This is an optimization exercise on Yosys and OpenROAD, whose aim is small area and a short achievable clock period, not a production implementation.
RTL that was checked went through simulation tests only; none was proved equivalent to the original.
The RTL of run 1 was laid out without a check of its function.
Power is estimated from default activity; no workload was simulated.

### flow/config.mk
export PLATFORM = sky130hd
export DESIGN_NAME = cpuTop
export DESIGN_NICKNAME = cpuTop
export VERILOG_FILES = /design/flow/design.v
export SDC_FILE = /design/flow/constraint.sdc
export NUM_CORES = 4
export LEC_CHECK = 0
export CAP_MARGIN = 20
export CORE_MARGIN = 2
export CORE_UTILIZATION = 65
export PLACE_DENSITY = 0.75
export SETUP_SLACK_MARGIN = 5
export SLEW_MARGIN = 20
export TNS_END_PERCENT = 20
### flow/run.sh
#!/bin/bash
# synth_recipe.tcl (not shown) runs the flow's synth.tcl, then flattens the netlist and writes it again
# the make line also repeats each setting of config.mk as NAME=value (left out here)
make -C /OpenROAD-flow-scripts/flow DESIGN_CONFIG=/design/flow/config.mk WORK_HOME=/design/flow/orfs CLKGATE_MAP_FILE= SYNTH_SCRIPT=/design/flow/synth_recipe.tcl finish
### flow/constraint.sdc
create_clock -name core_clock -period 12.0 [get_ports {Clock}]
set_input_delay 2.4000 -clock core_clock [delete_from_list [all_inputs] [get_ports {Clock}]]
set_output_delay 2.4000 -clock core_clock [all_outputs]
set_load 0.01 [all_outputs]
### flow/design.v
package cpuPkg;
	localparam int wordW = 32;                    
	localparam int regAddrW = 5;                  
	typedef logic [wordW-1:0] wordT;
	typedef logic [regAddrW-1:0] regAddrT;
	typedef enum logic [5:0] {
		opRType = 6'b000000,
		opJ     = 6'b000010,
		opBeq   = 6'b000100,
		opAddi  = 6'b001000,
		opAddiu = 6'b001001,
		opSlti  = 6'b001010,
		opSltiu = 6'b001011,
		opAndi  = 6'b001100,
		opOri   = 6'b001101,
		opXori  = 6'b001110,
		opLui   = 6'b001111,
		opLw    = 6'b100011,
		opSw    = 6'b101011
	} opcodeT;
	typedef enum logic [5:0] {
		fnAdd  = 6'b100000,
		fnAddu = 6'b100001,
		fnSub  = 6'b100010,
		fnSubu = 6'b100011,
		fnAnd  = 6'b100100,
		fnOr   = 6'b100101,
		fnXor  = 6'b100110,
		fnNor  = 6'b100111,
		fnSlt  = 6'b101010,
		fnSltu = 6'b101011
	} funcT;
	typedef enum logic [3:0] {
		aluAnd  = 4'b0000,
		aluOr   = 4'b0001,
		aluAdd  = 4'b0010,
		aluSub  = 4'b0110,
		aluSlt  = 4'b0111,
		aluAddu = 4'b1000,
		aluSubu = 4'b1001,
		aluXor  = 4'b1010,
		aluSltu = 4'b1011,
		aluNor  = 4'b1100,
		aluLui  = 4'b1110
	} aluOpT;
	typedef struct packed {
		opcodeT opcode;
		regAddrT rs;
		regAddrT rt;
		regAddrT rd;
		logic [4:0] shamt;                    
		funcT func;
	} instrT;
endpackage
`timescale 1ns/1ps
module pcCounter
(
	input  logic Clock,
	input  logic rstN,
	input  logic [31:0] startPc,
	input  logic isJ,
	input  logic isBeq,
	input  logic eq,
	input  logic [25:0] target,
	input  logic [15:0] imm16,
	input  logic progWe,
	input  logic [5:0] progIdx,
	output logic [31:0] pc,
	output logic [63:0] fetchSel,
	output logic fetchHit
);
	logic [31:0] pcPlus4, branchPc, jumpPc, nextPc;
	logic taken;
	logic [5:0] seqIdx, tgtIdx, rstIdx;
	logic [63:0] seqSel, tgtSel, rstSel;
	assign pcPlus4 = pc + 32'd4;
	assign branchPc = pcPlus4 + {{14{imm16[15]}}, imm16, 2'b00};
	assign jumpPc = {pcPlus4[31:28], target, 2'b00};
	assign taken = isJ || (isBeq && eq);
	always_comb begin
		if (!rstN)
			nextPc = startPc;
		else if (isJ)
			nextPc = jumpPc;
		else if (isBeq && eq)
			nextPc = branchPc;
		else
			nextPc = pcPlus4;
	end
	always_ff @(posedge Clock)
		pc <= nextPc;
	assign seqIdx = pc[7:2] + 6'd1;
	assign tgtIdx = isJ ? target[5:0] : (seqIdx + imm16[5:0]);
	assign rstIdx = startPc[7:2];
	always_comb begin
		for (int i = 0; i < 64; i++) begin
			seqSel[i] = (seqIdx == 6'(i));
			tgtSel[i] = (tgtIdx == 6'(i));
			rstSel[i] = (rstIdx == 6'(i));
			fetchSel[i] = !rstN ? rstSel[i] : (taken ? tgtSel[i] : seqSel[i]);
		end
	end
	assign fetchHit = progWe && (!rstN ? (rstIdx == progIdx) :
	                             (taken ? (tgtIdx == progIdx) : (seqIdx == progIdx)));
endmodule
`timescale 1ns/1ps
module instrPacker
(
	input  logic [31:0] word,
	output logic [29:0] packedWord
);
	logic [5:0] op, fn;
	logic [3:0] cls;
	logic fnKnown;
	assign op = word[31:26];
	assign fn = word[5:0];
	assign fnKnown = (fn == 6'h20) || (fn == 6'h21) || (fn == 6'h22) || (fn == 6'h23) ||
	                 (fn == 6'h24) || (fn == 6'h25) || (fn == 6'h26) || (fn == 6'h27) ||
	                 (fn == 6'h2a) || (fn == 6'h2b);
	always_comb begin
		case (op)
			6'h00: cls = fnKnown ? 4'b0001 : 4'b0000;
			6'h02: cls = 4'b0010;
			6'h04: cls = 4'b0011;
			6'h2b: cls = 4'b0100;
			6'h08, 6'h09: cls = 4'b1000;
			6'h23: cls = 4'b1001;
			6'h0a: cls = 4'b1010;
			6'h0b: cls = 4'b1011;
			6'h0c: cls = 4'b1100;
			6'h0d: cls = 4'b1101;
			6'h0e: cls = 4'b1110;
			6'h0f: cls = 4'b1111;
			default: cls = 4'b0000;
		endcase
	end
	assign packedWord = {cls, word[25:0]};
endmodule
module instrDecoder
(
	input  logic [29:0] instr,
	output logic isJ,
	output logic isBeq,
	output logic isLw,
	output logic isSw,
	output logic regWrite,
	output logic [4:0] destReg,
	output logic useImm,                         
	output logic signExt,                        
	output logic subMode,                        
	output logic selSum,                         
	output logic selAnd,
	output logic selOr,
	output logic selXor,
	output logic selNor,
	output logic selSlt,
	output logic selSltu,
	output logic selLui
);
	logic [3:0] cls;
	logic [5:0] fn;
	logic isR, isI, rAdd, rSub, rAnd, rOr, rXor, rNor, rSlt, rSltu;
	logic iAdd, iSlt, iSltu, iAnd, iOr, iXor, iLui;
	assign cls = instr[29:26];
	assign fn = instr[5:0];
	assign isR   = (cls == 4'b0001);
	assign isJ   = (cls == 4'b0010);
	assign isBeq = (cls == 4'b0011);
	assign isSw  = (cls == 4'b0100);
	assign isI   = cls[3];
	assign iAdd  = (cls == 4'b1000);
	assign isLw  = (cls == 4'b1001);
	assign iSlt  = (cls == 4'b1010);
	assign iSltu = (cls == 4'b1011);
	assign iAnd  = (cls == 4'b1100);
	assign iOr   = (cls == 4'b1101);
	assign iXor  = (cls == 4'b1110);
	assign iLui  = (cls == 4'b1111);
	assign rAdd  = isR && (fn[3:1] == 3'b000);
	assign rSub  = isR && (fn[3:1] == 3'b001);
	assign rAnd  = isR && (fn[3:0] == 4'b0100);
	assign rOr   = isR && (fn[3:0] == 4'b0101);
	assign rXor  = isR && (fn[3:0] == 4'b0110);
	assign rNor  = isR && (fn[3:0] == 4'b0111);
	assign rSlt  = isR && (fn[3:0] == 4'b1010);
	assign rSltu = isR && (fn[3:0] == 4'b1011);
	assign selSum  = rAdd || rSub || iAdd;
	assign selAnd  = rAnd || iAnd;
	assign selOr   = rOr || iOr;
	assign selXor  = rXor || iXor;
	assign selNor  = rNor;
	assign selSlt  = rSlt || iSlt;
	assign selSltu = rSltu || iSltu;
	assign selLui  = iLui;
	assign useImm  = !isR;
	assign signExt = iAdd || iSlt;
	assign subMode = rSub || rSlt || rSltu || iSlt || iSltu;
	assign regWrite = isR || isI;
	assign destReg  = isR ? instr[15:11] : instr[20:16];
endmodule
`timescale 1ns/1ps
module registerFile
(
	input  logic Clock,
	input  logic rstN,
	input  logic [4:0] readA,
	input  logic [4:0] readB,
	input  logic [4:0] writeAddr,
	input  logic writeEn,
	input  logic [31:0] writeData,
	output logic [31:0] busA,
	output logic [31:0] busB
);
	logic [31:1][31:0] regs;
	logic [31:1] valid;
	logic [31:1] wSel, selA, selB;
	always_comb begin
		for (int i = 1; i < 32; i++) begin
			wSel[i] = writeEn && (writeAddr == 5'(i));
			selA[i] = valid[i] && (readA == 5'(i));
			selB[i] = valid[i] && (readB == 5'(i));
		end
	end
	always_ff @(posedge Clock) begin
		for (int i = 1; i < 32; i++) begin
			if (!rstN)
				valid[i] <= 1'b0;
			else if (wSel[i])
				valid[i] <= 1'b1;
		end
	end
	always_ff @(posedge Clock) begin
		for (int i = 1; i < 32; i++)
			if (rstN && wSel[i])
				regs[i] <= writeData;
	end
	always_comb begin
		busA = '0;
		busB = '0;
		for (int i = 1; i < 32; i++) begin
			busA = busA | (regs[i] & {32{selA[i]}});
			busB = busB | (regs[i] & {32{selB[i]}});
		end
	end
endmodule
`timescale 1ns/1ps
module executeUnit
(
	input  logic [31:0] busA,
	input  logic [31:0] busB,
	input  logic [15:0] imm16,
	input  logic useImm,
	input  logic signExt,
	input  logic subMode,
	input  logic selSum,
	input  logic selAnd,
	input  logic selOr,
	input  logic selXor,
	input  logic selNor,
	input  logic selSlt,
	input  logic selSltu,
	input  logic selLui,
	output logic [31:0] result
);
	logic [31:0] opB, addB, sum;
	logic carry, lt, ltu;
	assign opB = useImm ? {{16{signExt & imm16[15]}}, imm16} : busB;
	assign addB = subMode ? ~opB : opB;
	assign {carry, sum} = {1'b0, busA} + {1'b0, addB} + {32'd0, subMode};
	assign ltu = ~carry;                                         
	assign lt = (busA[31] ^ opB[31]) ? busA[31] : sum[31];
	assign result = ({32{selSum}} & sum) |
	                ({32{selAnd}} & (busA & opB)) |
	                ({32{selOr}}  & (busA | opB)) |
	                ({32{selXor}} & (busA ^ opB)) |
	                ({32{selNor}} & ~(busA | opB)) |
	                {31'd0, (selSlt & lt) | (selSltu & ltu)} |
	                ({32{selLui}} & {imm16, 16'h0000});
endmodule
`timescale 1ns/1ps
module wordMemory
#(
	parameter int depth = 64,
	parameter int width = 32
) (
	input  logic Clock,
	input  logic [depth-1:0] writeSel,            
	input  logic [width-1:0] writeData,
	input  logic [depth-1:0] readSel,             
	output logic [width-1:0] readData
);
	logic [depth-1:0][width-1:0] mem;
	always_ff @(posedge Clock) begin
		for (int i = 0; i < depth; i++)
			if (writeSel[i])
				mem[i] <= writeData;
	end
	always_comb begin
		readData = '0;
		for (int i = 0; i < depth; i++)
			readData = readData | (mem[i] & {width{readSel[i]}});
	end
endmodule
module sumDecoder
#(
	parameter int w = 6
) (
	input  logic [w-1:0] x,
	input  logic [w-1:0] y,
	input  logic cin,
	output logic [2**w-1:0] sel
);
	logic [w-1:0][1:0][1:0] need;
	for (genvar j = 0; j < w; j++) begin : gBit
		for (genvar a = 0; a < 2; a++) begin : gK
			for (genvar b = 0; b < 2; b++) begin : gKm1
				if (j == 0) begin : gLow
					assign need[j][a][b] = ((x[0] ^ y[0]) ^ 1'(a)) == cin;
				end else begin : gUp
					assign need[j][a][b] = ((x[j] ^ y[j]) ^ 1'(a)) ==
					                       ((x[j-1] & y[j-1]) | ((x[j-1] | y[j-1]) & ~1'(b)));
				end
			end
		end
	end
	for (genvar k = 0; k < 2**w; k++) begin : gRow
		logic [w-1:0] terms;
		for (genvar j = 0; j < w; j++) begin : gTerm
			assign terms[j] = need[j][(k >> j) & 1][(j == 0) ? 0 : ((k >> (j - 1)) & 1)];
		end
		assign sel[k] = &terms;
	end
endmodule
`timescale 1ns/1ps
module cpuTop
#(
	parameter int imemDepth = 64,              
	parameter int dmemDepth = 64
) (
	input  logic Clock,
	input  logic rstN,
	input  logic [31:0] startPc,
	input  logic progWe,
	input  logic [31:0] progAddr,
	input  logic [31:0] progData,
	output logic [31:0] pc,
	output logic [31:0] dMemOut
);
	logic [29:0] instrReg, fetchWord, progPacked;
	logic [63:0] fetchSel, progSel, storeSel, loadSel;
	logic fetchHit;
	logic isJ, isBeq, isLw, isSw, regWrite, useImm, signExt, subMode;
	logic selSum, selAnd, selOr, selXor, selNor, selSlt, selSltu, selLui;
	logic [4:0] destReg;
	logic [31:0] busA, busB, busW, aluResult, loadWord;
	logic memCarry;
	logic eq;
	pcCounter uPc (
		.Clock(Clock), .rstN(rstN), .startPc(startPc), .isJ(isJ), .isBeq(isBeq), .eq(eq),
		.target(instrReg[25:0]), .imm16(instrReg[15:0]), .progWe(progWe),
		.progIdx(progAddr[7:2]), .pc(pc), .fetchSel(fetchSel), .fetchHit(fetchHit)
	);
	always_comb
		for (int i = 0; i < 64; i++)
			progSel[i] = progWe && (progAddr[7:2] == 6'(i));
	instrPacker uPack (.word(progData), .packedWord(progPacked));
	wordMemory #(.depth(64), .width(30)) uImem (
		.Clock(Clock), .writeSel(progSel), .writeData(progPacked),
		.readSel(fetchSel), .readData(fetchWord)
	);
	always_ff @(posedge Clock)
		instrReg <= fetchHit ? progPacked : fetchWord;
	instrDecoder uDec (
		.instr(instrReg), .isJ(isJ), .isBeq(isBeq), .isLw(isLw), .isSw(isSw),
		.regWrite(regWrite), .destReg(destReg), .useImm(useImm), .signExt(signExt),
		.subMode(subMode), .selSum(selSum), .selAnd(selAnd), .selOr(selOr), .selXor(selXor),
		.selNor(selNor), .selSlt(selSlt), .selSltu(selSltu), .selLui(selLui)
	);
	registerFile uRegs (
		.Clock(Clock), .rstN(rstN), .readA(instrReg[25:21]), .readB(instrReg[20:16]),
		.writeAddr(destReg), .writeEn(regWrite), .writeData(busW),
		.busA(busA), .busB(busB)
	);
	executeUnit uExec (
		.busA(busA), .busB(busB), .imm16(instrReg[15:0]), .useImm(useImm), .signExt(signExt),
		.subMode(subMode), .selSum(selSum), .selAnd(selAnd), .selOr(selOr), .selXor(selXor),
		.selNor(selNor), .selSlt(selSlt), .selSltu(selSltu), .selLui(selLui), .result(aluResult)
	);
	assign eq = (busA == busB);                       
	assign memCarry = (busA[1] & instrReg[1]) | ((busA[1] | instrReg[1]) & busA[0] & instrReg[0]);
	sumDecoder #(.w(6)) uMemDec (.x(busA[7:2]), .y(instrReg[7:2]), .cin(memCarry), .sel(loadSel));
	always_comb
		for (int i = 0; i < 64; i++)
			storeSel[i] = rstN && isSw && loadSel[i];
	wordMemory #(.depth(64), .width(32)) uDmem (
		.Clock(Clock), .writeSel(storeSel), .writeData(busB),
		.readSel(loadSel), .readData(loadWord)
	);
	assign busW = isLw ? loadWord : aluResult;
	always_ff @(posedge Clock) begin
		if (!rstN)
			dMemOut <= '0;
		else if (isLw)
			dMemOut <= loadWord;
	end
endmodule
==> summary.txt, run 1 <==
================================================================================
Final weighted congestion in routability-driven placement                   1.05
Mean post-synth cell area                                              15.5 um^2
Hold bufs inserted after CTS                                                   0
H-tree levels                                                                  5
Biggest area consumer among synthesized cells                           edfxtp_1
Proportion of synthesized chip area in sequential cells                    0.757
DP Wirelength                                                             545 mm
Top cells by area in the synthesized netlist                        edfxtp_1 (74%), a221oi_1 (3.0%), a22o_1 (3.0%), nand2_1 (2.4%), o22ai_1 (2.1%)
Die extent in y                                                           559 um
Maximum clock path buffer count                                                4
Synthesized flop and latch total                                           5,085
Number of clock sinks seen by CTS                                          5,085
Synth Warn #                                                                   6
Maximum number of pins on one net before global-route repair                  67
Number of antenna violations at the first check in global routing            148
Site Rows                                                                    203
EDFF count, synth                                                          4,962
Count of pins on the block boundary                                          163
Kind of pin the worst path terminates on                            register data pin
Number of buffers created by CTS                                             471
Quantity of I/O buffers inserted on ports                                    136
Terminating stage of the flow                                       global routing
Outcome                                                             did not finish
Count of unique library cells instantiated by Yosys                          102
Synthesized Nets                                                          13,100
Most common cell in the netlist                                         edfxtp_1
Ys async rst share                                                             0
First error in the log                                              [ERROR GRT-0228] Horizontal edge usage exceeds the maximum allowed. (9, 5) usage=65535 limit=3200
Top cells by count, synth                                           edfxtp_1 (4,962), nand2_1 (1,305), a221oi_1 (690)
Mapped Area                                                         200,000 um^2
Synth top area share                                                       0.744
Post-synthesis cell count                                                 12,900
Worst Endpoint after GRT Repair                                     instrReg[11]$_DFF_P_/D
Root buf cell                                                          clkbuf_16
Horiz. Die Dim                                                            559 um
Initial standard-cell utilization of the core                              0.654
Ys flop type                                                            edfxtp_1
================================================================================
==> power groups by stage <==
stage | Clock, uW | Combinational (uW) | Sequential (uW)
2_1_floorplan | 0 | 5320 | 21500
3_3_place_gp | 0 | 11900 | 21700
3_5_place_dp | 0 | 12100 | 21700
4_1_cts | 15500 | 14000 | 21300
==> how the worst min path moves through the flow <==
| stage | start | slack [ns] | to | cells past startpoint |
|---|---|---|---|---|
| after floorplan | dMemOut[0]$_SDFFE_PN0P_ | 0.48 | dMemOut[0]$_SDFFE_PN0P_ | 2 |
| after global placement | uRegs.valid[19]$_SDFFE_PN0P_ | 0.42 | uRegs.valid[19]$_SDFFE_PN0P_ | 1 |
| after detailed placement | uRegs.valid[19]$_SDFFE_PN0P_ | 0.43 | uRegs.valid[19]$_SDFFE_PN0P_ | 1 |
| after CTS | uRegs.valid[19]$_SDFFE_PN0P_ | 0.44 | uRegs.valid[19]$_SDFFE_PN0P_ | 1 |
==> per-stage QoR <==
step	cells	setup WS (ns)	total power (uW)	cell area, um^2
after CTS	18200	4.90	50700	233000
after global placement	17100	2.14	33600	212000
after floorplan	12900	4.75	26800	200000
after detailed placement	17100	2.10	33800	212000
==> cell families after synthesis <==
| kind of cell | Yosys count | synth area share |
|---|---|---|
| xor gates and xnor gates | 165 | 0.00722 |
| muxes | 13 | 0.000694 |
| AOI/OAI and AO/OA | 3216 | 0.125 |
| buffers and inverters | 990 | 0.0205 |
| and+or+nand+nor | 3275 | 0.0808 |
| DFF | 5085 | 0.757 |
| adders and majority gates | 139 | 0.00875 |
==> repair_timing <==
item / CTS
buffers inserted: 199
setup endpoints to repair: 1242
cloned: 25
gates resized for setup: 642
pin swaps: 91
==> inputs of run 2 (changes only) <==
--- a/flow/design.v
+++ b/flow/design.v
@@ -68,9 +68,13 @@
 	output logic [31:0] pc,
-	output logic [63:0] fetchSel,
-	output logic fetchHit
+	output logic [63:0] seqFetchSel,
+	output logic [63:0] seqOnlySel,              
+	output logic [63:0] tgtFetchSel,
+	output logic seqHit,
+	output logic seqOnlyHit,
+	output logic tgtHit,
+	output logic takeTarget
 );
 	logic [31:0] pcPlus4, branchPc, jumpPc, nextPc;
-	logic taken;
-	logic [5:0] seqIdx, tgtIdx, rstIdx;
-	logic [63:0] seqSel, tgtSel, rstSel;
+	logic [5:0] seqIdx, tgtIdx, rstIdx, fetchIdx;
+	logic [63:0] seqSel;
 	assign pcPlus4 = pc + 32'd4;
@@ -78,3 +82,3 @@
 	assign jumpPc = {pcPlus4[31:28], target, 2'b00};
-	assign taken = isJ || (isBeq && eq);
+	assign takeTarget = rstN && (isJ || (isBeq && eq));
 	always_comb begin
@@ -94,2 +98,3 @@
 	assign rstIdx = startPc[7:2];
+	assign fetchIdx = !rstN ? rstIdx : seqIdx;        
 	always_comb begin
@@ -97,9 +102,10 @@
 			seqSel[i] = (seqIdx == 6'(i));
-			tgtSel[i] = (tgtIdx == 6'(i));
-			rstSel[i] = (rstIdx == 6'(i));
-			fetchSel[i] = !rstN ? rstSel[i] : (taken ? tgtSel[i] : seqSel[i]);
+			tgtFetchSel[i] = (tgtIdx == 6'(i));
+			seqFetchSel[i] = (fetchIdx == 6'(i));
+			seqOnlySel[i] = seqSel[i];
 		end
 	end
-	assign fetchHit = progWe && (!rstN ? (rstIdx == progIdx) :
-	                             (taken ? (tgtIdx == progIdx) : (seqIdx == progIdx)));
+	assign seqHit = progWe && (!rstN ? (rstIdx == progIdx) : (seqIdx == progIdx));
+	assign tgtHit = progWe && (tgtIdx == progIdx);
+	assign seqOnlyHit = progWe && (seqIdx == progIdx);
 endmodule
@@ -205,4 +211,4 @@
 	input  logic rstN,
-	input  logic [4:0] readA,
-	input  logic [4:0] readB,
+	input  logic [4:0] nextReadA,
+	input  logic [4:0] nextReadB,
 	input  logic [4:0] writeAddr,
@@ -214,9 +220,12 @@
 	logic [31:1][31:0] regs;
-	logic [31:1] valid;
+	logic [31:1] valid, validNext;
 	logic [31:1] wSel, selA, selB;
+	logic wantWrite, pendValid, hitA, hitB;
+	logic [4:0] pendAddr;
+	logic [31:0] pendData;
+	assign wantWrite = rstN && writeEn && (writeAddr != 5'd0);
 	always_comb begin
 		for (int i = 1; i < 32; i++) begin
-			wSel[i] = writeEn && (writeAddr == 5'(i));
-			selA[i] = valid[i] && (readA == 5'(i));
-			selB[i] = valid[i] && (readB == 5'(i));
+			wSel[i] = pendValid && (pendAddr == 5'(i));
+			validNext[i] = rstN && (valid[i] || wSel[i]);
 		end
@@ -224,7 +233,11 @@
 	always_ff @(posedge Clock) begin
+		pendValid <= wantWrite;
+		pendAddr <= writeAddr;
+		pendData <= writeData;
+		hitA <= wantWrite && (writeAddr == nextReadA);
+		hitB <= wantWrite && (writeAddr == nextReadB);
+		valid <= validNext;
 		for (int i = 1; i < 32; i++) begin
-			if (!rstN)
-				valid[i] <= 1'b0;
-			else if (wSel[i])
-				valid[i] <= 1'b1;
+			selA[i] <= (nextReadA == 5'(i)) && validNext[i] && !(wantWrite && (writeAddr == 5'(i)));
+			selB[i] <= (nextReadB == 5'(i)) && validNext[i] && !(wantWrite && (writeAddr == 5'(i)));
 		end
@@ -233,8 +246,8 @@
 		for (int i = 1; i < 32; i++)
-			if (rstN && wSel[i])
-				regs[i] <= writeData;
+			if (wSel[i])
+				regs[i] <= pendData;
 	end
 	always_comb begin
-		busA = '0;
-		busB = '0;
+		busA = pendData & {32{hitA}};
+		busB = pendData & {32{hitB}};
 		for (int i = 1; i < 32; i++) begin
@@ -280,16 +293,46 @@
 `timescale 1ns/1ps
-module wordMemory
-#(
-	parameter int depth = 64,
-	parameter int width = 32
-) (
+module instrMemory
+(
 	input  logic Clock,
-	input  logic [depth-1:0] writeSel,            
-	input  logic [width-1:0] writeData,
-	input  logic [depth-1:0] readSel,             
-	output logic [width-1:0] readData
+	input  logic [63:0] writeSel,                 
+	input  logic [29:0] writeData,
+	input  logic [63:0] seqSel,                   
+	output logic [29:0] seqData,
+	input  logic [63:0] tgtSel,
+	output logic [29:0] tgtData,
+	input  logic [63:0] fieldSel,
+	output logic [9:0] fieldData
 );
-	logic [depth-1:0][width-1:0] mem;
+	logic [63:0][29:0] mem;
 	always_ff @(posedge Clock) begin
-		for (int i = 0; i < depth; i++)
+		for (int i = 0; i < 64; i++)
+			if (writeSel[i])
+				mem[i] <= writeData;
+	end
+	logic [63:0][9:0] fields;
+	for (genvar i = 0; i < 64; i++) begin : gFields
+		assign fields[i] = mem[i][25:16];
+	end
+	always_comb begin
+		seqData = '0;
+		tgtData = '0;
+		fieldData = '0;
+		for (int i = 0; i < 64; i++) begin
+			seqData = seqData | (mem[i] & {30{seqSel[i]}});
+			tgtData = tgtData | (mem[i] & {30{tgtSel[i]}});
+			fieldData = fieldData | (fields[i] & {10{fieldSel[i]}});
+		end
+	end
+endmodule
+module dataMemory
+(
+	input  logic Clock,
+	input  logic [63:0] writeSel,                 
+	input  logic [31:0] writeData,
+	input  logic [63:0] readSel,                  
+	output logic [31:0] readData
+);
+	logic [63:0][31:0] mem;
+	always_ff @(posedge Clock) begin
+		for (int i = 0; i < 64; i++)
 			if (writeSel[i])
@@ -299,4 +342,4 @@
 		readData = '0;
-		for (int i = 0; i < depth; i++)
-			readData = readData | (mem[i] & {width{readSel[i]}});
+		for (int i = 0; i < 64; i++)
+			readData = readData | (mem[i] & {32{readSel[i]}});
 	end
@@ -312,21 +355,16 @@
 );
-	logic [w-1:0][1:0][1:0] need;
-	for (genvar j = 0; j < w; j++) begin : gBit
-		for (genvar a = 0; a < 2; a++) begin : gK
-			for (genvar b = 0; b < 2; b++) begin : gKm1
-				if (j == 0) begin : gLow
-					assign need[j][a][b] = ((x[0] ^ y[0]) ^ 1'(a)) == cin;
-				end else begin : gUp
-					assign need[j][a][b] = ((x[j] ^ y[j]) ^ 1'(a)) ==
-					                       ((x[j-1] & y[j-1]) | ((x[j-1] | y[j-1]) & ~1'(b)));
-				end
-			end
-		end
+	logic [w-1:0] sumIf0, sumIf1;
+	assign sumIf0[0] = x[0] ^ y[0] ^ cin;
+	assign sumIf1[0] = x[0] ^ y[0] ^ cin;
+	for (genvar j = 1; j < w; j++) begin : gBit
+		assign sumIf0[j] = x[j] ^ y[j] ^ (x[j-1] | y[j-1]);
+		assign sumIf1[j] = x[j] ^ y[j] ^ (x[j-1] & y[j-1]);
 	end
 	for (genvar k = 0; k < 2**w; k++) begin : gRow
-		logic [w-1:0] terms;
+		localparam logic [w:0] row = {k[w-1:0], 1'b0};   
+		logic [w-1:0] match;
 		for (genvar j = 0; j < w; j++) begin : gTerm
-			assign terms[j] = need[j][(k >> j) & 1][(j == 0) ? 0 : ((k >> (j - 1)) & 1)];
+			assign match[j] = (row[j] ? sumIf1[j] : sumIf0[j]) == row[j+1];
 		end
-		assign sel[k] = &terms;
+		assign sel[k] = &match;
 	end
@@ -348,5 +386,7 @@
 );
-	logic [29:0] instrReg, fetchWord, progPacked;
-	logic [63:0] fetchSel, progSel, storeSel, loadSel;
-	logic fetchHit;
+	logic [29:0] instrReg, nextInstr, seqWord, tgtWord, progPacked;
+	logic [63:0] seqFetchSel, seqOnlySel, tgtFetchSel, progSel, storeSel, loadSel;
+	logic seqHit, seqOnlyHit, tgtHit, takeTarget;
+	logic [9:0] seqOnlyFields;
+	logic [9:0] nextRegFields;
 	logic isJ, isBeq, isLw, isSw, regWrite, useImm, signExt, subMode;
@@ -360,3 +400,5 @@
 		.target(instrReg[25:0]), .imm16(instrReg[15:0]), .progWe(progWe),
-		.progIdx(progAddr[7:2]), .pc(pc), .fetchSel(fetchSel), .fetchHit(fetchHit)
+		.progIdx(progAddr[7:2]), .pc(pc), .seqFetchSel(seqFetchSel), .seqOnlySel(seqOnlySel),
+		.tgtFetchSel(tgtFetchSel), .seqHit(seqHit), .seqOnlyHit(seqOnlyHit), .tgtHit(tgtHit),
+		.takeTarget(takeTarget)
 	);
@@ -366,8 +408,21 @@
 	instrPacker uPack (.word(progData), .packedWord(progPacked));
-	wordMemory #(.depth(64), .width(30)) uImem (
+	instrMemory uImem (
 		.Clock(Clock), .writeSel(progSel), .writeData(progPacked),
-		.readSel(fetchSel), .readData(fetchWord)
+		.seqSel(seqFetchSel), .seqData(seqWord), .tgtSel(tgtFetchSel), .tgtData(tgtWord),
+		.fieldSel(seqOnlySel), .fieldData(seqOnlyFields)
 	);
+	always_comb begin
+		if (takeTarget)
+			nextInstr = tgtHit ? progPacked : tgtWord;
+		else
+			nextInstr = seqHit ? progPacked : seqWord;
+	end
+	always_comb begin
+		if (takeTarget)
+			nextRegFields = tgtHit ? progPacked[25:16] : tgtWord[25:16];
+		else
+			nextRegFields = seqOnlyHit ? progPacked[25:16] : seqOnlyFields;
+	end
 	always_ff @(posedge Clock)
-		instrReg <= fetchHit ? progPacked : fetchWord;
+		instrReg <= nextInstr;
 	instrDecoder uDec (
@@ -379,3 +434,3 @@
 	registerFile uRegs (
-		.Clock(Clock), .rstN(rstN), .readA(instrReg[25:21]), .readB(instrReg[20:16]),
+		.Clock(Clock), .rstN(rstN), .nextReadA(nextRegFields[9:5]), .nextReadB(nextRegFields[4:0]),
 		.writeAddr(destReg), .writeEn(regWrite), .writeData(busW),
@@ -394,3 +449,3 @@
 			storeSel[i] = rstN && isSw && loadSel[i];
-	wordMemory #(.depth(64), .width(32)) uDmem (
+	dataMemory uDmem (
 		.Clock(Clock), .writeSel(storeSel), .writeData(busB),
==> flow/flow/run.sh (new file) <==
#!/bin/bash
set -uo pipefail
cd "$(dirname "${BASH_SOURCE[0]}")/.."
bash standard.sh SETUP_SLACK_MARGIN=6.5 finish > standard_finish.log 2>&1
==> flow/standard.sh (new file) <==
#!/bin/bash
# synth_recipe.tcl (not shown) runs the flow's synth.tcl, then flattens the netlist and writes it again
# the make line also repeats each setting of config.mk as NAME=value (left out here)
make -C /OpenROAD-flow-scripts/flow DESIGN_CONFIG=/design/flow/config.mk WORK_HOME=/design/flow/orfs CLKGATE_MAP_FILE= SYNTH_SCRIPT=/design/flow/synth_recipe.tcl "${@:-finish}"
--- a/flow/config.mk
+++ b/flow/config.mk
@@ -9,6 +9,7 @@
 export CORE_MARGIN = 2
-export CORE_UTILIZATION = 65
-export PLACE_DENSITY = 0.75
+export CORE_UTILIZATION = 45
+export PLACE_DENSITY = 0.56
 export SETUP_SLACK_MARGIN = 5
 export SLEW_MARGIN = 20
+export SYNTH_HIERARCHICAL = 1
 export TNS_END_PERCENT = 20
removed: flow/run.sh
==> run 2 against run 1 <==
Now clean on timing, DRC and antenna. Synthesized cell count grew 6.4%. Synthesized area grew 7.6%.
==> summary.txt, run 2 <==
================================================================================
Outcome                                                             complete, no violations   was did not finish
Setup Total Neg Slack                                                       0 ns
Number of buffers created by CTS                                             556   was 471
Critical R2R Capture                                                instrReg[11]$_DFF_P_
Data required time at the worst endpoint                                12.89 ns
Worst clock skew                                                       0.0853 ns
DRC Markers                                                                    0
Most common cell in the netlist                                         edfxtp_1   unchanged
DP Wirelength                                                             542 mm   was 545 mm
Proportion of synthesized chip area in sequential cells                    0.712   was 0.757
Post-synthesis cell count                                                 13,700   was 12,900
Ys async rst share                                                             0   unchanged
Top cells by count, synth                                           edfxtp_1 (4,962), a221oi_1 (1,646), a22o_1 (1,631)   was edfxtp_1 (4,962), nand2_1 (1,305), a221oi_1 (690)
Count of final setup violators                                                 0
Count of pins on the block boundary                                          163   unchanged
Final net count                                                           14,700
Cell count of the worst reg-to-reg path                                       22
Die area                                                            484,000 um^2
Number of global-route vias before repair                                151,000
Register-to-register path setup slack                                    5.98 ns
Largest register FFs                                                       2,048
Static Leakage                                                         0.0832 uW
Biggest area consumer among synthesized cells                           edfxtp_1   unchanged
Biggest fanout along the worst timing path                                     7
Maximum number of pins on one net before global-route repair                 100
Detailed-route wire length per cell                                      46.5 um
Number of endpoints with negative hold slack in the final report               0
Die extent in y                                                           696 um   was 559 um
EDFF count, synth                                                          4,962   unchanged
Total number of vias                                                     161,000
Global Route Usage Sum                                                     0.400
Cell count after placement                                                19,800   was 17,100
Synth Warn #                                                                  12   was 6
Cell Pwr Density                                                     273 nW/um^2
Number of routed nets with antenna violations                                  0
Area of the core                                                    478,000 um^2
Total iterations of the first detailed-routing run                            10
Number of antenna violations at the first check in global routing            191
RSZ-0062 raised after global routing                                         yes
Least-Margin Pin Slew                                                    1.32 ns
Proportion of layout cells with a drive suffix above 1                     0.199
Synth top area share                                                       0.691   was 0.744
Synthesis-to-finish area growth                                            18.3%
Most common cell after layout, fill and taps aside                      edfxtp_1
Worst setup slack after placement                                        3.88 ns   was 2.10 ns
Arrival time of the worst setup path                                     6.90 ns
Ys flop type                                                            edfxtp_1   unchanged
H-tree levels                                                                  6   was 5
Quantity of I/O buffers inserted on ports                                    136   unchanged
MaxCap Viol Count                                                              0
Worst-skew pair later-pin latency                                        1.13 ns
Placed cell area                                                    226,000 um^2   was 212,000 um^2
Minimum clock period                                                     6.02 ns
Synthesized Nets                                                          14,000   was 13,100
Capture point of the critical path                                  instrReg[11]$_DFF_P_
Initial standard-cell utilization of the core                              0.451   was 0.654
Maximum clock path buffer count                                                4   unchanged
Startpoint of the worst register-to-register path                   uPc.pc[2]$_DFF_P_
Vias per std cell                                                           7.42
Critical path endpoint category                                         register
Routed Wire Length                                                       1010 mm
Synthesized flop and latch total                                           5,187   was 5,085
Post-layout instance area                                           255,000 um^2
Hold bufs inserted after CTS                                                   0   unchanged
Least setup slack across all paths after layout                          5.98 ns
F_max                                                                    166 MHz
Commonest cells after routing, fill and taps aside                  edfxtp_1 (4,962), a22o_1 (1,629), a221oi_1 (1,518)
CTS tree                                                                     yes
Sum of overflow across all layers after global routing                         0
Launching element type of the critical path                             register
Final weighted congestion in routability-driven placement                   1.00   was 1.05
Count of pins over their slew limit                                            0
Registers with the highest flip-flop counts                         uDmem.mem (2048), uImem.mem (1920), uRegs.regs (992)
Initial DRC count                                                         29,800
Worst min-delay path category                                       register to register
Final cycle utilization of the critical path                               0.501
Horiz. Die Dim                                                            696 um   was 559 um
Root buf cell                                                          clkbuf_16   unchanged
Top register by number of flip-flops                                   uDmem.mem
Final Non-Filler Cells                                                    21,700
Mean post-synth cell area                                              15.7 um^2   was 15.5 um^2
Site Rows                                                                    254   was 203
Worst ir drop on vdd                                                  0.000265 V
Hold Path Depth                                                                2
Setup crit start                                                    uPc.pc[2]$_DFF_P_
Mapped Area                                                         215,000 um^2   was 200,000 um^2
Wire length of the first global-routing pass                             1310 mm
Clk pin slew, worst setup/hold paths                                     0.06 ns
Count of unique library cells instantiated by Yosys                          116   was 102
Filler Cells Inserted                                                     38,500
Classification of the worst setup path                              register to register
Remaining max-slew budget at the tightest pin                              0.120
Top cells by area in the synthesized netlist                        edfxtp_1 (69%), a221oi_1 (6.7%), a22o_1 (6.6%), a22oi_1 (3.6%), dfxtp_1 (2.1%)   was edfxtp_1 (74%), a221oi_1 (3.0%), a22o_1 (3.0%), nand2_1 (2.4%), o22ai_1 (2.1%)
Number of clock sinks seen by CTS                                          5,187   was 5,085
================================================================================
==> run 2: changes by cell type after synthesis, moves of 326 or more <==
cell	delta
nand2_1	-1048
a221oi_1	+956
a22o_1	+953
o22ai_1	-674
a22oi_1	+659
nand4_1	+326
==> run 2: per-module statistics from Yosys, one instance, submodules excluded, a selection <==
module / flip-flops and latches / cell area (um^2) / times used / cells inside
dataMemory: 2048 / 72700 / 1 / 3424
registerFile: 1125 / 45400 / 1 / 3028
cpuTop: 62 / 4530 / 1 / 613
executeUnit: 0 / 4380 / 1 / 582
instrPacker: 0 / 323 / 1 / 50
instrDecoder: 0 / 315 / 1 / 44
==> run 2: where the power goes <==
part	internal, uW	switching (uW)
logic	10200	20700
registers	20800	690
clock network	9690	7400
==> run 2: logic make-up (layout without fill, tap and decap cells) <==
family | after synthesis | in the layout | synth area share
flops | 5187 | 5187 | 0.712
compound gates | 4835 | 4836 | 0.185
xor+xnor | 186 | 186 | 0.00797
mux | 121 | 121 | 0.00594
simple gates | 2049 | 2072 | 0.0533
buf+inv | 1184 | 2328 | 0.0263
other cells | 0 | 407 | 0
fa+ha+maj | 148 | 148 | 0.00866
==> run 2: metrics by stage <==
stage	power (uW)	hold WS (ns)	utilization
floorplan	32000	0.458	-
detailed placement	44100	0.476	0.472
finish	69500	0.486	0.534
global placement	43900	0.470	0.472
global route	70100	0.511	0.533
CTS	66300	0.487	0.527
==> run 2: worst min-delay path by stage <==
stage	startpoint	end	slack, ns
floorplan	uRegs.valid[10]$_DFF_P_	uRegs.valid[10]$_DFF_P_	0.46
global placement	dMemOut[7]$_SDFFE_PN0P_	dMemOut[7]$_SDFFE_PN0P_	0.47
detailed placement	dMemOut[22]$_SDFFE_PN0P_	dMemOut[22]$_SDFFE_PN0P_	0.48
CTS	dMemOut[22]$_SDFFE_PN0P_	dMemOut[22]$_SDFFE_PN0P_	0.49
global route	dMemOut[9]$_SDFFE_PN0P_	dMemOut[9]$_SDFFE_PN0P_	0.51
finish	dMemOut[7]$_SDFFE_PN0P_	dMemOut[7]$_SDFFE_PN0P_	0.49
==> run 2: final cells by class <==
type	instances	area [um^2]	share of cell area
antenna	407	1020	0.00400
clock buffer	698	14900	0.0586
clock inverter	306	2900	0.0114
inverter	160	611	0.00240
multi-input combinational	7363	61700	0.242
sequential	5187	154000	0.603
tap	6400	8010	0.0314
timing repair buffer	1164	12000	0.0472
==> run 2: worst max-delay path: stages, from the launching register on <==
cell and delay, ns:
dfxtp_4 0.43, ha_4 0.21, nand3_4 0.09, xor2_2 0.22, inv_2 0.08, ha_4 0.29
nand4_1 0.20, nand2_2 0.16, xnor2_2 0.13, mux2_4 0.27, buf_6 0.14, or2_4 0.18
buf_12 0.12, buf_12 0.10, nor2_4 0.04, buf_12 0.15, buf_4 0.17, a22o_1 0.21
a221oi_1 0.24, nand4_1 1.05, or4_4 0.91, mux2i_1 0.19, a21oi_2 0.18
==> run 2: routing by layer <==
layer / global-route usage / part of all wire / vias up
met5: 0.000100 / 0.00069 / -
met3: 0.135 / 0.13 / 3600
li1: - / - / 61200
met1: 0.486 / 0.34 / 81700
met4: 0.304 / 0.091 / 76
met2: 0.589 / 0.43 / 14300
==> run 2: repair_timing <==
item,CTS,global route
cloned,55,9
pin swaps,307,140
endpoints found under the setup margin,2168,380
resized for setup,933,245
setup buffers,350,93
==> inputs of run 3 (changes only) <==
--- a/flow/config.mk
+++ b/flow/config.mk
@@ -10,2 +10,4 @@
 export CORE_UTILIZATION = 45
+export CTS_CLUSTER_DIAMETER = 70
+export CTS_CLUSTER_SIZE = 30
 export PLACE_DENSITY = 0.56
==> run 3 against run 2 <==
Clock power down about 20%. Cell count down 2.0%. Critical path depth grew 3. Final area is 2.3% lower. Power shrank 6.4%. Still clean on timing, DRC and antenna.
==> summary.txt, run 3 <==
================================================================================
Top register by number of flip-flops                                   uDmem.mem   unchanged
Total iterations of the first detailed-routing run                            10   unchanged
Placed cell area                                                    226,000 um^2   unchanged
Proportion of layout cells with a drive suffix above 1                     0.186   was 0.199
Most common cell after layout, fill and taps aside                      edfxtp_1   unchanged
EDFF count, synth                                                          4,962   unchanged
Worst min-delay path category                                       register to register   unchanged
Share of total power in sequential cells                                   0.330   was 0.309
Clk pin slew, worst setup/hold paths                                     0.11 ns   was 0.06 ns
F_max                                                                    167 MHz   was 166 MHz
Switching share of power                                                   0.438   was 0.414
Count of pins over their slew limit                                            0   unchanged
DRC Markers                                                                    0   unchanged
Initial standard-cell utilization of the core                              0.451   unchanged
Least-Margin Pin Slew                                                    1.29 ns   was 1.32 ns
Static Leakage                                                         0.0802 uW   was 0.0832 uW
Top cells by area in the synthesized netlist                        edfxtp_1 (69%), a221oi_1 (6.7%), a22o_1 (6.6%), a22oi_1 (3.6%), dfxtp_1 (2.1%)   unchanged
Filler Cells Inserted                                                     38,900   was 38,500
Final cycle utilization of the critical path                               0.499   was 0.501
Cell count after placement                                                19,800   unchanged
Die area                                                            484,000 um^2   unchanged
Final Non-Filler Cells                                                    21,300   was 21,700
Number of clock sinks seen by CTS                                          5,187   unchanged
Biggest fanout along the worst timing path                                     6   was 7
Synth top area share                                                       0.691   unchanged
H-tree levels                                                                  5   was 6
CTS tree                                                                     yes   unchanged
Count of final setup violators                                                 0   unchanged
Combinational cell fraction of total power                                 0.462   was 0.445
Cell internal power dissipation                                        36,600 uW   was 40,700 uW
Vias per std cell                                                           7.49   was 7.42
Global Route Usage Sum                                                     0.398   was 0.400
Mean post-synth cell area                                              15.7 um^2   unchanged
Storage element area                                                154,000 um^2   about the same
Quantity of I/O buffers inserted on ports                                    136   unchanged
Post-layout instance area                                           249,000 um^2   was 255,000 um^2
Commonest cells after routing, fill and taps aside                  edfxtp_1 (4,962), a22o_1 (1,629), a221oi_1 (1,551)   was edfxtp_1 (4,962), a22o_1 (1,629), a221oi_1 (1,518)
Clock share of power                                                       0.208   was 0.246
Register-to-register path setup slack                                    6.01 ns   was 5.98 ns
Worst clock skew                                                        0.108 ns   was 0.0853 ns
Number of routed nets with antenna violations                                  0   unchanged
Ys async rst share                                                             0   unchanged
MaxCap Viol Count                                                              0   unchanged
Hold Startpoint                                                     dMemOut[7]$_SDFFE_PN0P_   unchanged
Critical R2R Capture                                                instrReg[27]$_DFF_P_   was instrReg[11]$_DFF_P_
Arrival time of the worst setup path                                     6.86 ns   was 6.90 ns
Mapped Area                                                         215,000 um^2   unchanged
Number of endpoints with negative hold slack in the final report               0   unchanged
Ys flop type                                                            edfxtp_1   unchanged
Detailed-route wire length per cell                                      47.2 um   was 46.5 um
Total number of vias                                                     159,000   was 161,000
Setup Total Neg Slack                                                       0 ns   unchanged
Biggest area consumer among synthesized cells                           edfxtp_1   unchanged
Count of pins on the block boundary                                          163   unchanged
Outcome                                                             complete, no violations   unchanged
Horiz. Die Dim                                                            696 um   unchanged
Minimum clock period                                                     5.99 ns   was 6.02 ns
Core Util, Final                                                           0.521   was 0.534
Capture point of the critical path                                  instrReg[27]$_DFF_P_   was instrReg[11]$_DFF_P_
Startpoint of the worst register-to-register path                   uPc.pc[2]$_DFF_P_   unchanged
Worst ir drop on vdd                                                  0.000337 V   was 0.000265 V
Initial DRC count                                                         29,700   was 29,800
Net switching power                                                    28,500 uW   was 28,800 uW
Wire length of the first global-routing pass                             1300 mm   was 1310 mm
RSZ-0062 raised after global routing                                         yes   unchanged
Root buf cell                                                          clkbuf_16   unchanged
Most common cell in the netlist                                         edfxtp_1   unchanged
Final weighted congestion in routability-driven placement                   1.00   unchanged
Registers with the highest flip-flop counts                         uDmem.mem (2048), uImem.mem (1920), uRegs.regs (992)   unchanged
Setup crit start                                                    uPc.pc[2]$_DFF_P_   unchanged
Post-synthesis cell count                                                 13,700   unchanged
Launching element type of the critical path                             register   unchanged
Worst-skew pair later-pin latency                                        1.09 ns   was 1.13 ns
Worst setup slack after placement                                        3.88 ns   unchanged
Number of global-route vias before repair                                148,000   was 151,000
Data required time at the worst endpoint                                12.87 ns   was 12.89 ns
Cell count of the worst reg-to-reg path                                       25   was 22
Least setup slack across all paths after layout                          6.01 ns   was 5.98 ns
Number of buffers created by CTS                                             333   was 556
DP Wirelength                                                             542 mm   unchanged
Number of antenna violations at the first check in global routing            178   was 191
Die extent in y                                                           696 um   unchanged
Largest register FFs                                                       2,048   unchanged
Final net count                                                           14,400   was 14,700
Routed Wire Length                                                       1000 mm   was 1010 mm
Proportion of synthesized chip area in sequential cells                    0.712   unchanged
Maximum number of pins on one net before global-route repair                 100   unchanged
Synth Warn #                                                                  12   unchanged
Site Rows                                                                    254   unchanged
Maximum clock path buffer count                                                4   unchanged
Synthesis-to-finish area growth                                            15.6%   was 18.3%
Count of unique library cells instantiated by Yosys                          116   unchanged
Area of the core                                                    478,000 um^2   unchanged
Cell Pwr Density                                                     261 nW/um^2   was 273 nW/um^2
Multi-input gate area                                                61,400 um^2   was 61,700 um^2
Hold bufs inserted after CTS                                                   0   unchanged
Classification of the worst setup path                              register to register   unchanged
Critical path endpoint category                                         register   unchanged
Top cells by count, synth                                           edfxtp_1 (4,962), a221oi_1 (1,646), a22o_1 (1,631)   unchanged
Synthesized flop and latch total                                           5,187   unchanged
Synthesized Nets                                                          14,000   unchanged
Sum of overflow across all layers after global routing                         0   unchanged
Remaining max-slew budget at the tightest pin                              0.136   was 0.120
================================================================================
## run 3: cell counts after synthesis
Identical to the previous run, type by type.
## run 3: cell type report
class,count,area share
clock inverter,262,0.0162
tap,6400,0.0322
timing repair buffer,1130,0.0473
clock buffer,355,0.0343
antenna,401,0.00403
inverter,160,0.00245
sequential,5187,0.617
multi-input combinational,7365,0.246
## run 3: through the flow
stage / hold WS [ns] / power [uW]
after detailed placement: 0.476 / 44100
after global routing: 0.515 / 65600
after CTS: 0.491 / 62200
final: 0.492 / 65100
after global placement: 0.470 / 43900
after floorplan: 0.458 / 32000
## run 3: power by group through the flow
stage | combinational [uW] | clock, uW | sequential, uW
6_report | 30100 | 13600 | 21500
5_1_grt | 29900 | 14200 | 21500
4_1_cts | 27200 | 13600 | 21400
3_5_place_dp | 22200 | 0 | 21800
3_3_place_gp | 22100 | 0 | 21800
2_1_floorplan | 10400 | 0 | 21500
## run 3: Yosys stat by module (local to each module, per instance), excerpt
module        cells inside  cell area [um^2]
cpuTop                 613              4530
dataMemory            3424             72700
pcCounter              876              5460
executeUnit            582              4380
instrPacker             50               323
instrMemory           4958             81600
instrDecoder            44               315
registerFile          3028             45400
## run 3: worst min-delay path by stage
stage,end,slack [ns],cells after the start
global route,dMemOut[24]$_SDFFE_PN0P_,0.52,2
global placement,dMemOut[7]$_SDFFE_PN0P_,0.47,2
CTS,dMemOut[22]$_SDFFE_PN0P_,0.49,2
floorplan,uRegs.valid[10]$_DFF_P_,0.46,2
detailed placement,dMemOut[22]$_SDFFE_PN0P_,0.48,2
finish,dMemOut[7]$_SDFFE_PN0P_,0.49,2
## run 3: critical path, cell delays in order (launching register included)
cell and delay [ns]:
dfxtp_4 0.37, buf_12 0.14, ha_4 0.18, nand3_4 0.10, xor2_4 0.17, inv_2 0.07
ha_4 0.29, nand4_1 0.18, nand2_2 0.16, xnor2_2 0.14, mux2_4 0.27, buf_6 0.13
inv_4 0.04, nand2_8 0.08, buf_12 0.14, buf_12 0.11, buf_6 0.09, nor2_4 0.05
buf_12 0.14, buf_4 0.18, a22o_1 0.23, a221oi_1 0.22, nand4_1 1.04, or4_4 0.95
mux2i_4 0.19, a21oi_4 0.15
## run 3: cell families after synthesis
logic type / synth area share
flip-flops: 0.712
AO/OA/AOI/OAI: 0.185
AND/OR/NAND/NOR: 0.0533
buffers and inverters: 0.0263
XOR/XNOR: 0.00797
adder cells (fa/ha/maj): 0.00866
multiplexers: 0.00594
## run 3: layer usage
| metal | vias to the layer above | part of all wire | GRT usage |
|---|---|---|---|
| met1 | 81000 | 0.34 | 0.490 |
| met5 | - | 0.00069 | 0.00250 |
| met2 | 14200 | 0.43 | 0.585 |
| met4 | 76 | 0.090 | 0.303 |
| li1 | 60500 | - | - |
| met3 | 3500 | 0.13 | 0.126 |
## run 3: repair_timing
action / in CTS / in global routing
resized for setup: 872 / 229
pin swaps: 240 / 128
endpoints found under the setup margin: 2138 / 229
gates cloned: 54 / 12
setup buffers: 311 / 100

==> afterwards: timing with drivers on the ports <==
No port has a modelled driver above. Below, the same layouts with a new extraction and two added sets of constraints.
Step 1 (the two cells are an assumption about what drives the block):
set clk [get_ports {Clock}]
set_driving_cell -lib_cell sky130_fd_sc_hd__clkbuf_16 $clk
set_driving_cell -lib_cell sky130_fd_sc_hd__buf_2 [delete_from_list [all_inputs] $clk]
Step 2, shift: input delay + t, output delay - t, t = (earliest + latest rising clock arrival at the registers) / 2. This alone moves slack from input paths to output paths.
Slacks: ideal / step 1 / step 2; pairs: ideal / step 1.
run	t, ns	setup slack, ns	worst register clock-pin slew, ns
run 2	1.220	5.984 / 5.984 / 4.825	0.07 / 0.07
run 3	1.163	6.013 / 6.013 / 4.975	0.12 / 0.12
After both steps setup and hold are still met in every run listed. For run 2, which loses most, drivers alone change the setup slack by 0.000 ns; drivers and shift together by -1.159 ns.
